What follows belongs to an exercise in optimizing a design on an open flow for small area; a production flow would make more cautious choices. Function was checked by simulation only, so behaviour that the tests miss may differ from the original. No activity file was given, so power comes from the tool's default toggle rates.

== lagoon ==
==> flow/design.v (excerpt) <==
module wb_regfile (
    input  logic      clk,
    input  logic      reset,
    input  mips_pkg::word_t     ALU_result,
    input  mips_pkg::word_t     mem_data,
    input  logic      wb_write_en,
    input  logic      wb_addr_sel,
    input  logic      wb_data_sel,
    input  mips_pkg::reg_addr_t wb_addr1,
    input  mips_pkg::reg_addr_t wb_addr2,
    input  mips_pkg::reg_addr_t rs_addr,
    input  mips_pkg::reg_addr_t rt_addr,
    output mips_pkg::word_t     rs_data,
    output mips_pkg::word_t     rt_data,
    output mips_pkg::reg_addr_t wb_addr,
    output mips_pkg::word_t     wb_data,
    output logic      wb_valid
);
Size: about 3,700 cells after synthesis, ~1,000 flip-flops, ~190 I/O pins, ~0.041 mm2 of cells after synthesis.
Settings: LEC_CHECK=0, CAP_MARGIN=5, CORE_MARGIN=2, CORE_UTILIZATION=45, PLACE_DENSITY=0.55, SLEW_MARGIN=5, SYNTH_HIERARCHICAL=1; clock period 8.0 ns.
standard.sh (not shown) runs the stock make flow with config.mk's settings and CLKGATE_MAP_FILE= SYNTH_SCRIPT=/design/flow/synth_recipe.tcl, a recipe that flattens the netlist after the stock synthesis.
==> flow/flow/run.sh <==
#!/bin/bash
# Layout flow: the standard flow (standard.sh, its synthesis unchanged) with
#  - port buffers of the smallest buffer cell instead of the one buffer_ports picks,
#  - clock tree of small clock buffers without dummy loads,
# The full make output goes to flow_make.log; each ORFS step logs under orfs/logs/.
set -euo pipefail
bash standard.sh \
  "BUFFER_PORTS_ARGS=-buffer_cell sky130_fd_sc_hd__buf_1" \
  "CTS_ARGS=-sink_clustering_enable -repair_clock_nets -dont_use_dummy_load -buf_list {sky130_fd_sc_hd__clkbuf_4 sky130_fd_sc_hd__clkbuf_8} -root_buf sky130_fd_sc_hd__clkbuf_16 -sink_clustering_size 12 -sink_clustering_max_diameter 60" \
  finish > flow_make.log 2>&1
lagoon was carried through to the last stage, and its layout satisfied the timing, DRC and antenna checks.
Input-level comparison between ember and lagoon:
- SLEW_MARGIN: 5 -> 20
- CAP_MARGIN: 5 -> 20
==> flow/flow/run.sh <==
#!/bin/bash
# Layout flow: the standard flow (standard.sh, its synthesis unchanged) with
#  - port buffers of the smallest buffer cell instead of the one buffer_ports picks,
# The full make output goes to flow_make.log; each ORFS step logs under orfs/logs/.
set -euo pipefail
bash standard.sh \
  "BUFFER_PORTS_ARGS=-buffer_cell sky130_fd_sc_hd__buf_1" \
  finish > flow_make.log 2>&1
--- outcome ---
Count of clock-net buffers in the final layout up 55% in ember wrt lagoon. The overall fraction of global-route tracks in use on ember is in line with that on lagoon. Length of routed wiring on met1, lagoon and ember: larger value in lagoon. Against lagoon as the reference, ember delivers a higher synthesis-to-finish area growth.
Relative to ember, the following input files were edited for quartz:
diff --git a/flow/flow/run.sh b/flow/flow/run.sh
--- a/flow/flow/run.sh
+++ b/flow/flow/run.sh
@@ -3,2 +3,3 @@
 #  - port buffers of the smallest buffer cell instead of the one buffer_ports picks,
+#  - clock tree of small clock buffers without dummy loads,
 # The full make output goes to flow_make.log; each ORFS step logs under orfs/logs/.
@@ -7,2 +8,3 @@
   "BUFFER_PORTS_ARGS=-buffer_cell sky130_fd_sc_hd__buf_1" \
+  "CTS_ARGS=-sink_clustering_enable -repair_clock_nets -dont_use_dummy_load -buf_list {sky130_fd_sc_hd__clkbuf_4 sky130_fd_sc_hd__clkbuf_8} -root_buf sky130_fd_sc_hd__clkbuf_16 -sink_clustering_size 12 -sink_clustering_max_diameter 60" \
   finish > flow_make.log 2>&1
==> summary.txt <==
- From ember to quartz the numbers moved as follows: number of inserted diodes now larger, initial antenna violation count rose by 3.
- Of quartz and ember, it is quartz that has the higher switching fraction of total power.
- Aggregate routed wire length: ember vs quartz, no meaningful difference
- Summary — sequential share of cell area, quartz relative to ember: higher, by 2.2 points.
- Comparing ember with quartz, the worst slew slack as a fraction of its limit came out essentially unchanged.
- [compare] base=ember new=quartz: clock tree skew after final layout grew by 32 ps, clock power shrank by 41%.
- The via count of the routed design was comparable across ember and quartz.
- ember has higher global-route track usage on met3 than quartz.
Here is what was changed in the inputs of violet compared with quartz.
diff --git a/flow/flow/run.sh b/flow/flow/run.sh
--- a/flow/flow/run.sh
+++ b/flow/flow/run.sh
@@ -8,3 +8,3 @@
   "BUFFER_PORTS_ARGS=-buffer_cell sky130_fd_sc_hd__buf_1" \
-  "CTS_ARGS=-sink_clustering_enable -repair_clock_nets -dont_use_dummy_load -buf_list {sky130_fd_sc_hd__clkbuf_4 sky130_fd_sc_hd__clkbuf_8} -root_buf sky130_fd_sc_hd__clkbuf_16 -sink_clustering_size 12 -sink_clustering_max_diameter 60" \
+  "CTS_ARGS=-sink_clustering_enable -repair_clock_nets -dont_use_dummy_load -buf_list {sky130_fd_sc_hd__clkbuf_4} -root_buf sky130_fd_sc_hd__clkbuf_16 -sink_clustering_size 10 -sink_clustering_max_diameter 50" \
   finish > flow_make.log 2>&1
==> summary.txt <==
- violet against quartz: cell count rose 0.67%, number of buffers other than clock buffers in the final layout essentially unchanged, share of total power in combinational logic went up 0.7 points, wire length of the first global-routing pass held steady.
- Diff quartz and violet: sequential share of layout area lower in quartz
- violet vs. quartz: total power went down by 3.5%.
- violet vs. quartz: internal portion of total power moved down, number of antenna repair diodes went up by 2.

==> what the ideal ports hide <==
The results above use ideal ports. As a check the final layouts listed here were re-extracted and re-timed, cells and wires unchanged.
Step 1 assumes that a clkbuf_16 drives the clock port and a buf_2 every other input.
Step 2 also shifts input and output timing later by t, the mid clock arrival at the registers, as if the neighbouring blocks saw the same clock.
a / b / c = ideal ports / drivers / drivers and shift; a / b = the first two.
run | t (ns) | slack for setup (ns) | clock arrival spread, ns | worst register clock-pin slew, ns | pins driven straight from the clock port
lagoon | 0.690 | 0.292 / 0.256 / 0.256 | 0.075 / 0.075 | 0.09 / 0.09 | 1
ember | 0.754 | 0.357 / 0.321 / 0.321 | 0.029 / 0.029 | 0.06 / 0.06 | 1
quartz | 0.688 | 0.254 / 0.218 / 0.218 | 0.079 / 0.079 | 0.09 / 0.09 | 1
violet | 0.796 | 0.266 / 0.231 / 0.231 | 0.119 / 0.119 | 0.12 / 0.12 | 1
After both steps setup and hold are still met in every run listed.
